From an optimization exercise on the open Yosys and OpenROAD flow, aimed at small area; shortcuts taken in it are not production practice.
Only simulation tests tie the RTL to the original design; equivalence was not proved.

==> v16 <==
==> flow/design.v <==
`default_nettype none
package usbAudioPkg;
   typedef enum logic [7:0] {
      SET_CUR           = 8'h01,    
      SET_ADDRESS       = 8'h05,
      GET_DESCRIPTOR    = 8'h06,    
      SET_CONFIGURATION = 8'h09,
      SET_INTERFACE     = 8'h0B,
      GET_CUR           = 8'h81,    
      GET_MIN           = 8'h82,
      GET_MAX           = 8'h83,
      GET_RES           = 8'h84
   } requestCodeT;
   typedef enum logic [3:0] {
      idle,
      getRequest, getValueLow, getValueHigh,    
      getIndexLow, getIndexHigh,
      getLengthLow, getLengthHigh,
      getEoP,
      setAddress, setConfiguration, setInterface,
      setControl, getControl, sendControl
   } controlStateT;
   localparam logic [7:0]  MUTE_CONTROL        = 8'h01;
   localparam logic [7:0]  VOLUME_CONTROL      = 8'h02;
   localparam logic [15:0] FEATURE_UNIT_TARGET = 16'h0002;    
   localparam logic [15:0] STREAM_INTERFACE    = 16'd1;
   localparam logic [15:0] VOLUME_RESET = 16'h1400;    
   localparam logic [15:0] VOLUME_MIN   = 16'h0000;
   localparam logic [15:0] VOLUME_MAX   = 16'h7FFF;
   localparam logic [15:0] VOLUME_RES   = 16'h0001;
   localparam int FIFO_ADDR_BITS = 10;
   localparam logic [FIFO_ADDR_BITS-1:0] FIFO_PREFILL = 10'd384;    
   localparam logic [9:0]  SAMPLE_PERIOD    = 10'd1000;            
   localparam logic [9:0]  SAMPLE_PHASE     = 10'd501;             
   localparam logic [9:0]  PWM_MIDPOINT     = 10'd500;
   localparam logic [3:0]  AUDIO_ENDPOINT   = 4'd1;
endpackage
`default_nettype wire
`default_nettype none
import usbAudioPkg::*;
module setupControl (
   input  wire         USB_Clk,
   input  wire         softReset,
   input  wire  [3:0]  endpoint,
   input  wire         outSetup,
   input  wire         outSoP,
   input  wire         outEoP,
   input  wire  [7:0]  outData,
   input  wire         outValid,
   input  wire         inAck,
   input  wire         error,
   input  wire         inWaitRequest,
   input  wire  [15:0] getValue,
   input  wire         getValid,
   input  wire         lastByte,
   output logic [6:0]  address,
   output logic        stall,
   output logic        inReady,
   output logic        writeMute,
   output logic        writeVolumeLeft,
   output logic        writeVolumeRight,
   output logic        writeAltSetting,
   output logic [15:0] writeValue,
   output logic        loadResponse,
   output logic [15:0] responseValue,
   output logic [1:0]  responseSize,
   output logic [7:0]  requestCode,
   output logic [7:0]  controlSelect,
   output logic [7:0]  channelSelect,
   output logic [15:0] target
);
   usbAudioPkg::controlStateT state;
   usbAudioPkg::controlStateT dispatchState;
   logic [1:0]   requestType;      
   logic [15:0]  value;            
   logic [15:0]  index;            
   logic [15:0]  dataWord;         
   logic         dataStageDone;
   logic         muteSel;
   logic         leftSel;
   logic         rightSel;
   logic         setState;
   logic         commit;
   assign controlSelect = value[15:8];
   assign channelSelect = value[7:0];
   assign target        = index;
   assign muteSel  = (target == FEATURE_UNIT_TARGET) && (controlSelect == MUTE_CONTROL)
                     && (channelSelect == 8'd0);
   assign leftSel  = (target == FEATURE_UNIT_TARGET) && (controlSelect == VOLUME_CONTROL)
                     && (channelSelect == 8'd1);
   assign rightSel = (target == FEATURE_UNIT_TARGET) && (controlSelect == VOLUME_CONTROL)
                     && (channelSelect == 8'd2);
   assign commit           = (state == setControl) && dataStageDone && inAck;
   assign writeMute        = commit && muteSel;
   assign writeVolumeLeft  = commit && leftSel;
   assign writeVolumeRight = commit && rightSel;
   assign writeAltSetting  = (state == setInterface) && inAck && (index == STREAM_INTERFACE);
   assign writeValue       = (state == setInterface) ? value : dataWord;
   assign setState = (state == setAddress) || (state == setConfiguration)
                     || (state == setInterface) || (state == setControl);
   assign loadResponse  = (setState && !inReady) || ((state == getControl) && getValid);
   assign responseValue = getValue;
   assign responseSize  = (state != getControl)          ? 2'd0 :
                          (controlSelect == MUTE_CONTROL) ? 2'd1 : 2'd2;
   always_comb begin
      dispatchState = idle;    
      if (requestType == 2'b00) begin    
         case (requestCode)
            SET_ADDRESS:       dispatchState = setAddress;
            SET_CONFIGURATION: dispatchState = setConfiguration;
            SET_INTERFACE:     dispatchState = setInterface;
            GET_DESCRIPTOR:    dispatchState = idle;    
            default:           dispatchState = idle;
         endcase
      end else if (requestType == 2'b01) begin    
         case (requestCode)
            SET_CUR:                            dispatchState = setControl;
            GET_CUR, GET_MIN, GET_MAX, GET_RES: dispatchState = getControl;
            default:                            dispatchState = idle;
         endcase
      end
   end
   always_ff @(posedge USB_Clk) begin
      if (softReset) begin
         state         <= idle;
         address       <= '0;
         stall         <= 1'b0;
         inReady       <= 1'b0;
         dataStageDone <= 1'b0;
      end else if (outValid && outSoP && outSetup) begin    
         requestType   <= outData[6:5];
         stall         <= 1'b0;
         inReady       <= 1'b0;
         dataStageDone <= 1'b0;
         state         <= getRequest;
      end else if (endpoint == 4'd0) begin
         case (state)
            getRequest: if (outValid) begin
               requestCode <= outData;
               state       <= getValueLow;
            end
            getValueLow: if (outValid) begin
               value[7:0] <= outData;
               state      <= getValueHigh;
            end
            getValueHigh: if (outValid) begin
               value[15:8] <= outData;
               state       <= getIndexLow;
            end
            getIndexLow: if (outValid) begin
               index[7:0] <= outData;
               state      <= getIndexHigh;
            end
            getIndexHigh: if (outValid) begin
               index[15:8] <= outData;
               state       <= getLengthLow;
            end
            getLengthLow:  if (outValid) state <= getLengthHigh;
            getLengthHigh: if (outValid) state <= getEoP;
            getEoP: if (outValid && outEoP) begin
               state <= dispatchState;
               if (dispatchState == idle) stall <= 1'b1;
            end
            setAddress, setConfiguration, setInterface: begin
               if (inAck) begin
                  inReady <= 1'b0;
                  state   <= idle;
                  if (state == setAddress) address <= value[6:0];
               end else begin
                  inReady <= 1'b1;    
               end
            end
            setControl: begin
               if (inAck) begin
                  inReady <= 1'b0;
                  state   <= idle;
               end else begin
                  inReady <= 1'b1;
                  if (outValid && outEoP) begin
                     dataStageDone <= 1'b1;
                     if (!(muteSel || leftSel || rightSel)) begin    
                        stall   <= 1'b1;
                        inReady <= 1'b0;
                        state   <= idle;
                     end
                  end else if (outValid) begin
                     dataWord <= {outData, dataWord[15:8]};    
                  end
               end
            end
            getControl: begin
               dataStageDone <= 1'b0;
               if (getValid) begin
                  inReady <= 1'b1;
                  state   <= sendControl;
               end else begin
                  stall <= 1'b1;
                  state <= idle;
               end
            end
            sendControl: begin
               if (outValid && outEoP) begin    
                  inReady <= 1'b0;
                  state   <= idle;
               end else if (inReady) begin
                  if (!inWaitRequest && lastByte) inReady <= 1'b0;
               end else if (inAck) begin
                  dataStageDone <= 1'b1;
               end else if (error && !dataStageDone) begin
                  state <= getControl;    
               end
            end
            default: state <= idle;
         endcase
      end
   end
endmodule
`default_nettype wire
`default_nettype none
import usbAudioPkg::*;
module featureUnitRegs (
   input  wire         USB_Clk,
   input  wire         softReset,
   input  wire         writeMute,
   input  wire         writeVolumeLeft,
   input  wire         writeVolumeRight,
   input  wire         writeAltSetting,
   input  wire  [15:0] writeValue,
   input  wire  [7:0]  requestCode,
   input  wire  [7:0]  controlSelect,
   input  wire  [7:0]  channelSelect,
   input  wire  [15:0] target,
   output logic        mute,
   output logic        altSetting,
   output logic [15:0] getValue,
   output logic        getValid
);
   logic [15:0] volumeLeft;     
   logic [15:0] volumeRight;
   always_ff @(posedge USB_Clk) begin
      if (softReset) begin
         mute        <= 1'b0;
         altSetting  <= 1'b0;    
         volumeLeft  <= VOLUME_RESET;
         volumeRight <= VOLUME_RESET;
      end else begin
         if (writeMute)        mute        <= writeValue[8];    
         if (writeVolumeLeft)  volumeLeft  <= writeValue;
         if (writeVolumeRight) volumeRight <= writeValue;
         if (writeAltSetting)  altSetting  <= writeValue[0];
      end
   end
   always_comb begin
      getValue = 16'h0000;
      getValid = 1'b0;
      if (target == FEATURE_UNIT_TARGET) begin
         if ((controlSelect == MUTE_CONTROL) && (channelSelect == 8'd0)
             && (requestCode == GET_CUR)) begin
            getValue = {15'd0, mute};
            getValid = 1'b1;
         end else if ((controlSelect == VOLUME_CONTROL)
                      && ((channelSelect == 8'd1) || (channelSelect == 8'd2))) begin
            getValid = 1'b1;
            case (requestCode)
               GET_CUR: getValue = (channelSelect == 8'd1) ? volumeLeft : volumeRight;
               GET_MIN: getValue = VOLUME_MIN;
               GET_MAX: getValue = VOLUME_MAX;
               GET_RES: getValue = VOLUME_RES;
               default: getValid = 1'b0;
            endcase
         end
      end
   end
endmodule
`default_nettype wire
`default_nettype none
module inResponder (
   input  wire         USB_Clk,
   input  wire         softReset,
   input  wire         loadResponse,
   input  wire  [15:0] responseValue,
   input  wire  [1:0]  responseSize,
   input  wire         inReady,
   input  wire         inWaitRequest,
   input  wire         inAck,
   output logic [7:0]  inData,
   output logic        inZeroLength,
   output logic        inSequence,
   output logic        lastByte
);
   logic [15:0] shiftReg;
   logic [1:0]  size;
   logic [1:0]  count;     
   logic        take;
   assign take         = inReady && !inWaitRequest;
   assign inData       = shiftReg[7:0];    
   assign inZeroLength = (size == 2'd0);   
   assign lastByte     = (count + 2'd1 == size);
   always_ff @(posedge USB_Clk) begin
      if (softReset) begin
         size       <= 2'd0;
         count      <= 2'd0;
         inSequence <= 1'b0;
      end else begin
         if (inAck) inSequence <= !inSequence;
         if (loadResponse) begin
            size       <= responseSize;
            count      <= 2'd0;
            inSequence <= 1'b1;    
         end else if (take) begin
            count <= count + 2'd1;
         end
      end
   end
   always_ff @(posedge USB_Clk) begin
      if (loadResponse) shiftReg <= responseValue;
      else if (take)    shiftReg <= {8'h00, shiftReg[15:8]};
   end
endmodule
`default_nettype wire
`default_nettype none
import usbAudioPkg::*;
module sampleFifo (
   input  wire         USB_Clk,
   input  wire         softReset,
   input  wire         altSetting,
   input  wire  [3:0]  endpoint,
   input  wire         outValid,
   input  wire         outEoP,
   input  wire  [7:0]  outData,
   input  wire         sampleStrobe,
   output logic [31:0] sampleWord         
);
   logic [31:0] mem [0:(2**FIFO_ADDR_BITS)/4-1];
   logic [FIFO_ADDR_BITS-1:0] writeAddr;     
   logic [FIFO_ADDR_BITS-3:0] readAddr;      
   logic [7:0]  writeByte;
   logic        writePending;
   logic        eopPending;
   logic        audioPacket;
   logic        clear;
   logic        playing;
   assign audioPacket = altSetting && (endpoint == AUDIO_ENDPOINT) && outValid;
   assign clear       = softReset || !altSetting;
   always_ff @(posedge USB_Clk) begin
      writeByte <= outData;
      if (clear) begin
         writePending <= 1'b0;
         eopPending   <= 1'b0;
      end else begin
         writePending <= audioPacket && !outEoP;
         eopPending   <= audioPacket && outEoP;
      end
   end
   always_ff @(posedge USB_Clk) begin
      if (writePending)
         mem[writeAddr[FIFO_ADDR_BITS-1:2]][{writeAddr[1:0], 3'b000} +: 8] <= writeByte;
   end
   always_ff @(posedge USB_Clk) begin
      if (clear) begin
         writeAddr  <= '0;
         readAddr   <= '0;
         playing    <= 1'b0;
         sampleWord <= '0;    
      end else begin
         if (writePending)    writeAddr <= writeAddr + 1'b1;
         else if (eopPending) writeAddr[1:0] <= 2'b00;    
         if (writeAddr == FIFO_PREFILL) playing <= 1'b1;
         if (playing && sampleStrobe) begin
            sampleWord <= mem[readAddr];
            readAddr   <= readAddr + 1'b1;
         end
      end
   end
endmodule
`default_nettype wire
`default_nettype none
import usbAudioPkg::*;
module audioPwm (
   input  wire         USB_Clk,
   input  wire         softReset,
   input  wire         mute,
   input  wire  [31:0] sampleWord,
   output logic        sampleStrobe,
   output logic [1:0]  audio
);
   logic [9:0]  phase;       
   logic [9:0]  pwmCount;
   logic [9:0]  leftDuty;
   logic [9:0]  rightDuty;
   logic        leftPwm;
   logic        rightPwm;
   assign sampleStrobe = (phase == SAMPLE_PHASE);
   always_ff @(posedge USB_Clk) begin
      if (softReset) begin
         phase     <= '0;
         pwmCount  <= '0;
         leftDuty  <= '0;
         rightDuty <= '0;
         leftPwm   <= 1'b0;
         rightPwm  <= 1'b0;
      end else begin
         phase    <= (phase == SAMPLE_PERIOD - 10'd1) ? 10'd0 : phase + 10'd1;
         if (sampleStrobe) begin
            leftDuty  <= {sampleWord[15], sampleWord[15:7]} + PWM_MIDPOINT;
            rightDuty <= {sampleWord[31], sampleWord[31:23]} + PWM_MIDPOINT;
            pwmCount  <= '0;
         end else begin
            pwmCount <= pwmCount + 10'd1;
         end
         leftPwm  <= (leftDuty > pwmCount);
         rightPwm <= (rightDuty > pwmCount);
      end
   end
   assign audio = mute ? 2'b00 : {leftPwm, rightPwm};
endmodule
`default_nettype wire
`default_nettype none
import usbAudioPkg::*;
module usbAudioFunction (
   input  wire        USB_Clk,
   input  wire        rst,
   input  wire  [3:0] endpoint,
   input  wire        outSetup,
   input  wire        outSoP,
   input  wire        outEoP,
   input  wire  [7:0] outData,
   input  wire        outValid,
   input  wire        inWaitRequest,
   input  wire        inAck,
   input  wire        error,
   input  wire        resetRequest,
   output logic [6:0] address,
   output logic       stall,
   output logic [7:0] inData,
   output logic       inReady,
   output logic       inZeroLength,
   output logic       inSequence,
   output logic       outWaitRequest,
   output logic [1:0] audio              
);
   logic        softReset;
   logic        writeMute;
   logic        writeVolumeLeft;
   logic        writeVolumeRight;
   logic        writeAltSetting;
   logic [15:0] writeValue;
   logic        loadResponse;
   logic [15:0] responseValue;
   logic [1:0]  responseSize;
   logic [7:0]  requestCode;
   logic [7:0]  controlSelect;
   logic [7:0]  channelSelect;
   logic [15:0] target;
   logic [15:0] getValue;
   logic        getValid;
   logic        lastByte;
   logic        mute;
   logic        altSetting;
   logic        sampleStrobe;
   logic [31:0] sampleWord;
   always_ff @(posedge USB_Clk) begin
      softReset <= rst || resetRequest;
   end
   assign outWaitRequest = (endpoint > AUDIO_ENDPOINT);    
   setupControl    setupControlInst (.*);
   featureUnitRegs featureUnitRegsInst (.*);
   inResponder     inResponderInst (.*);
   sampleFifo      sampleFifoInst (.*);
   audioPwm        audioPwmInst (.*);
endmodule
`default_nettype wire
==> flow/run.sh <==
#!/bin/bash
# synth_recipe.tcl (not shown) runs the flow's synth.tcl, then flattens the netlist and writes it again
# the make line also repeats each setting of config.mk as NAME=value (left out here)
make -C /OpenROAD-flow-scripts/flow DESIGN_CONFIG=/design/flow/config.mk WORK_HOME=/design/flow/orfs CLKGATE_MAP_FILE= SYNTH_SCRIPT=/design/flow/synth_recipe.tcl finish
==> flow/config.mk <==
export PLATFORM = sky130hd
export DESIGN_NAME = usbAudioFunction
export DESIGN_NICKNAME = usbAudioFunction
export VERILOG_FILES = /design/flow/design.v
export SDC_FILE = /design/flow/constraint.sdc
export NUM_CORES = 4
export LEC_CHECK = 0
export CAP_MARGIN = 20
export CORE_MARGIN = 2
export CORE_UTILIZATION = 45
export PLACE_DENSITY = 0.6
export SLEW_MARGIN = 20
export SYNTH_MEMORY_MAX_BITS = 16384
==> flow/constraint.sdc <==
create_clock -name core_clock -period 10.0 [get_ports {USB_Clk}]
set_input_delay 2.0000 -clock core_clock [delete_from_list [all_inputs] [get_ports {USB_Clk}]]
set_output_delay 2.0000 -clock core_clock [all_outputs]
set_load 0.01 [all_outputs]
==> v9: changes against v16 <==
==> flow/design.v, changed modules only <==
module sampleFifo (
   input  wire         USB_Clk,
   input  wire         softReset,
   input  wire         altSetting,
   input  wire  [3:0]  endpoint,
   input  wire         outValid,
   input  wire         outEoP,
   input  wire  [7:0]  outData,
   input  wire         sampleStrobe,
   output logic [17:0] sampleWord         
);
   localparam int WORDS = 256;
   localparam int W     = 18;
   localparam int TAPS  = 32;
   logic [FIFO_ADDR_BITS-1:0] writeAddr;     
   logic [FIFO_ADDR_BITS-3:0] readAddr;      
   logic [7:0]  writeByte;
   logic        writePending;
   logic        eopPending;
   logic        audioPacket;
   logic        clear;
   logic        playing;
   assign audioPacket = altSetting && (endpoint == AUDIO_ENDPOINT) && outValid;
   assign clear       = softReset || !altSetting;
   always_ff @(posedge USB_Clk) begin
      writeByte <= outData;
      if (clear) begin
         writePending <= 1'b0;
         eopPending   <= 1'b0;
      end else begin
         writePending <= audioPacket && !outEoP;
         eopPending   <= audioPacket && outEoP;
      end
   end
   function automatic logic [W-1:0] laneBits(input logic [3:0] lanes);
      laneBits = {{8{lanes[3]}}, lanes[2], {8{lanes[1]}}, lanes[0]};
   endfunction
   logic [W-1:0] byteBits;                   
   assign byteBits = {writeByte, writeByte[7], writeByte, writeByte[7]};
   logic [3:0] writeLane;
   assign writeLane = writePending ? (4'b0001 << writeAddr[1:0]) : 4'b0000;
   logic [7:0]   turn;                       
   logic [W-1:0] ring [0:WORDS-1];
   logic [W-1:0] ringNext [0:WORDS-1];
   logic [W-1:0] entryData [0:3];
   logic [3:0]   entryMask [0:3];
   logic [5:0]   entryWord [0:3];            
   logic [1:0]   busEntry;
   logic [7:0]   busPlace;
   logic         busDue;
   logic [W-1:0] busData;
   logic [3:0]   busMask;
   assign busEntry = ~turn[1:0];
   assign busPlace = {entryWord[busEntry], busEntry} + turn + 8'd1;
   assign busDue   = (busPlace[2:0] == 3'd0);
   assign busData  = entryData[busEntry];
   assign busMask  = busDue ? entryMask[busEntry] : 4'b0000;
   always_comb begin
      for (int p = 0; p < WORDS; p++) begin
         ringNext[p] = ring[(p + WORDS - 1) % WORDS];
         if ((p % (WORDS / TAPS)) == 0) begin
            if (busPlace[7:3] == p / (WORDS / TAPS))
               ringNext[p] = (busData & laneBits(busMask)) | (ring[(p + WORDS - 1) % WORDS] & ~laneBits(busMask));
         end
      end
   end
   always_ff @(posedge USB_Clk) begin
      turn <= turn + 8'd1;
      for (int p = 0; p < WORDS; p++)
         ring[p] <= ringNext[p];
   end
   always_ff @(posedge USB_Clk) begin
      for (int e = 0; e < 4; e++) begin
         if (writePending && (writeAddr[3:2] == e[1:0])) begin
            entryWord[e] <= writeAddr[9:4];
            entryData[e] <= (entryData[e] & ~laneBits(writeLane)) | (byteBits & laneBits(writeLane));
         end
         entryMask[e] <= (entryMask[e] & ~((busEntry == e[1:0]) ? busMask : 4'b0000))
                         | ((writeAddr[3:2] == e[1:0]) ? writeLane : 4'b0000);
      end
   end
   logic [W-1:0] nextWord;
   logic [3:0]   have;
   logic         atTap0;
   logic [3:0]   snoop;
   logic [3:0]   load;
   logic         advance;
   assign advance = playing && sampleStrobe;
   assign atTap0  = (readAddr + turn + 8'd1 == 8'd0);
   assign snoop   = (writeAddr[9:2] == readAddr) ? writeLane : 4'b0000;
   assign load    = atTap0 ? ~have : 4'b0000;
   always_ff @(posedge USB_Clk) begin
      nextWord <= (nextWord & ~laneBits(snoop | load))
                  | (byteBits & laneBits(snoop))
                  | (ringNext[0] & laneBits(load & ~snoop));
      if (clear || advance) have <= 4'b0000;
      else                  have <= have | snoop | load;
   end
   always_ff @(posedge USB_Clk) begin
      if (clear) begin
         writeAddr  <= '0;
         readAddr   <= '0;
         playing    <= 1'b0;
         sampleWord <= '0;    
      end else begin
         if (writePending)    writeAddr <= writeAddr + 1'b1;
         else if (eopPending) writeAddr[1:0] <= 2'b00;    
         if (writeAddr == FIFO_PREFILL) playing <= 1'b1;
         if (advance) begin
            sampleWord <= nextWord;
            readAddr   <= readAddr + 1'b1;
         end
      end
   end
endmodule
module audioPwm (
   input  wire         USB_Clk,
   input  wire         softReset,
   input  wire         mute,
   input  wire  [17:0] sampleWord,
   output logic        sampleStrobe,
   output logic [1:0]  audio
);
   logic signed [9:0] count;
   logic signed [8:0] leftSample;
   logic signed [8:0] rightSample;
   logic        dutyValid;
   logic        leftPwm;
   logic        rightPwm;
   assign sampleStrobe = (count == 10'sd499);
   always_ff @(posedge USB_Clk) begin
      if (softReset) begin
         count     <= -10'sd2;
         dutyValid <= 1'b0;
         leftPwm   <= 1'b0;
         rightPwm  <= 1'b0;
      end else begin
         count    <= sampleStrobe ? -10'sd500 : count + 10'sd1;
         if (sampleStrobe) dutyValid <= 1'b1;
         leftPwm  <= dutyValid && (leftSample > count);
         rightPwm <= dutyValid && (rightSample > count);
      end
   end
   always_ff @(posedge USB_Clk) begin
      if (sampleStrobe) begin
         leftSample  <= sampleWord[8:0];
         rightSample <= sampleWord[17:9];
      end
   end
   assign audio = mute ? 2'b00 : {leftPwm, rightPwm};
endmodule
module usbAudioFunction (
   input  wire        USB_Clk,
   input  wire        rst,
   input  wire  [3:0] endpoint,
   input  wire        outSetup,
   input  wire        outSoP,
   input  wire        outEoP,
   input  wire  [7:0] outData,
   input  wire        outValid,
   input  wire        inWaitRequest,
   input  wire        inAck,
   input  wire        error,
   input  wire        resetRequest,
   output logic [6:0] address,
   output logic       stall,
   output logic [7:0] inData,
   output logic       inReady,
   output logic       inZeroLength,
   output logic       inSequence,
   output logic       outWaitRequest,
   output logic [1:0] audio              
);
   logic        softReset;
   logic        writeMute;
   logic        writeVolumeLeft;
   logic        writeVolumeRight;
   logic        writeAltSetting;
   logic [15:0] writeValue;
   logic        loadResponse;
   logic [15:0] responseValue;
   logic [1:0]  responseSize;
   logic [7:0]  requestCode;
   logic [7:0]  controlSelect;
   logic [7:0]  channelSelect;
   logic [15:0] target;
   logic [15:0] getValue;
   logic        getValid;
   logic        lastByte;
   logic        mute;
   logic        altSetting;
   logic        sampleStrobe;
   logic [17:0] sampleWord;
   always_ff @(posedge USB_Clk) begin
      softReset <= rst || resetRequest;
   end
   assign outWaitRequest = (endpoint > AUDIO_ENDPOINT);    
   setupControl    setupControlInst (.*);
   featureUnitRegs featureUnitRegsInst (.*);
   inResponder     inResponderInst (.*);
   sampleFifo      sampleFifoInst (.*);
   audioPwm        audioPwmInst (.*);
endmodule
==> impl_metrics.ini <==
[grt]
grtUsageMet2_pct = 19.8
antenna_found_initial = 3

[floorplan]
start_util_pct = 45.3
nWellTaps = 3366
num_rows = 185

[finish]
nonClockInverterCount = 65

[logic_synthesis]
yosysUniqueCellTypes = 79

[worst_hold_path]
holdPathEnd = sampleFifoInst.ring[203][3]

[pwr]
seq_power_mw = 19.9

[status]
status = no timing/DRC/antenna violations
-- figures above: v9

==> impl_metrics.ini <==
[floorplan]
dieArea_um2 = 428000
num_rows = 238
start_util_pct = 45.3
nWellTaps = 5640

[grt]
grtUsageMet2_pct = 41.3
antenna_found_initial = 48

[logic_synthesis]
yosysUniqueCellTypes = 82

[finish]
nonClockInverterCount = 34
clock_buffers = 586

[pwr]
seq_power_mw = 21.8

[worst_hold_path]
holdPathEnd = setupControlInst.dataWord[3]

[status]
status = no timing/DRC/antenna violations
-- figures above: v16

## afterwards: timing with drivers on the ports
No port has a modelled driver above. Below, the same layouts with a new extraction and two added sets of constraints. Step 1 assumes that a clkbuf_16 drives the clock port and a buf_2 every other input. Step 2 also shifts input and output timing later by t, the mid clock arrival at the registers, as if the neighbouring blocks saw the same clock. Slacks: ideal ports / drivers / drivers and shift; pairs: ideal ports / drivers.
run | t (ns) | setup WS [ns] | latest minus earliest clock arrival (ns) | worst data-port slew with drivers (ns)
v16 | 1.102 | 4.461 / 4.461 / 4.461 | 0.100 / 0.100 | 0.04
v9 | 1.012 | 4.730 / 4.730 / 4.730 | 0.101 / 0.101 | 0.06
After both steps every run listed still meets setup and hold.
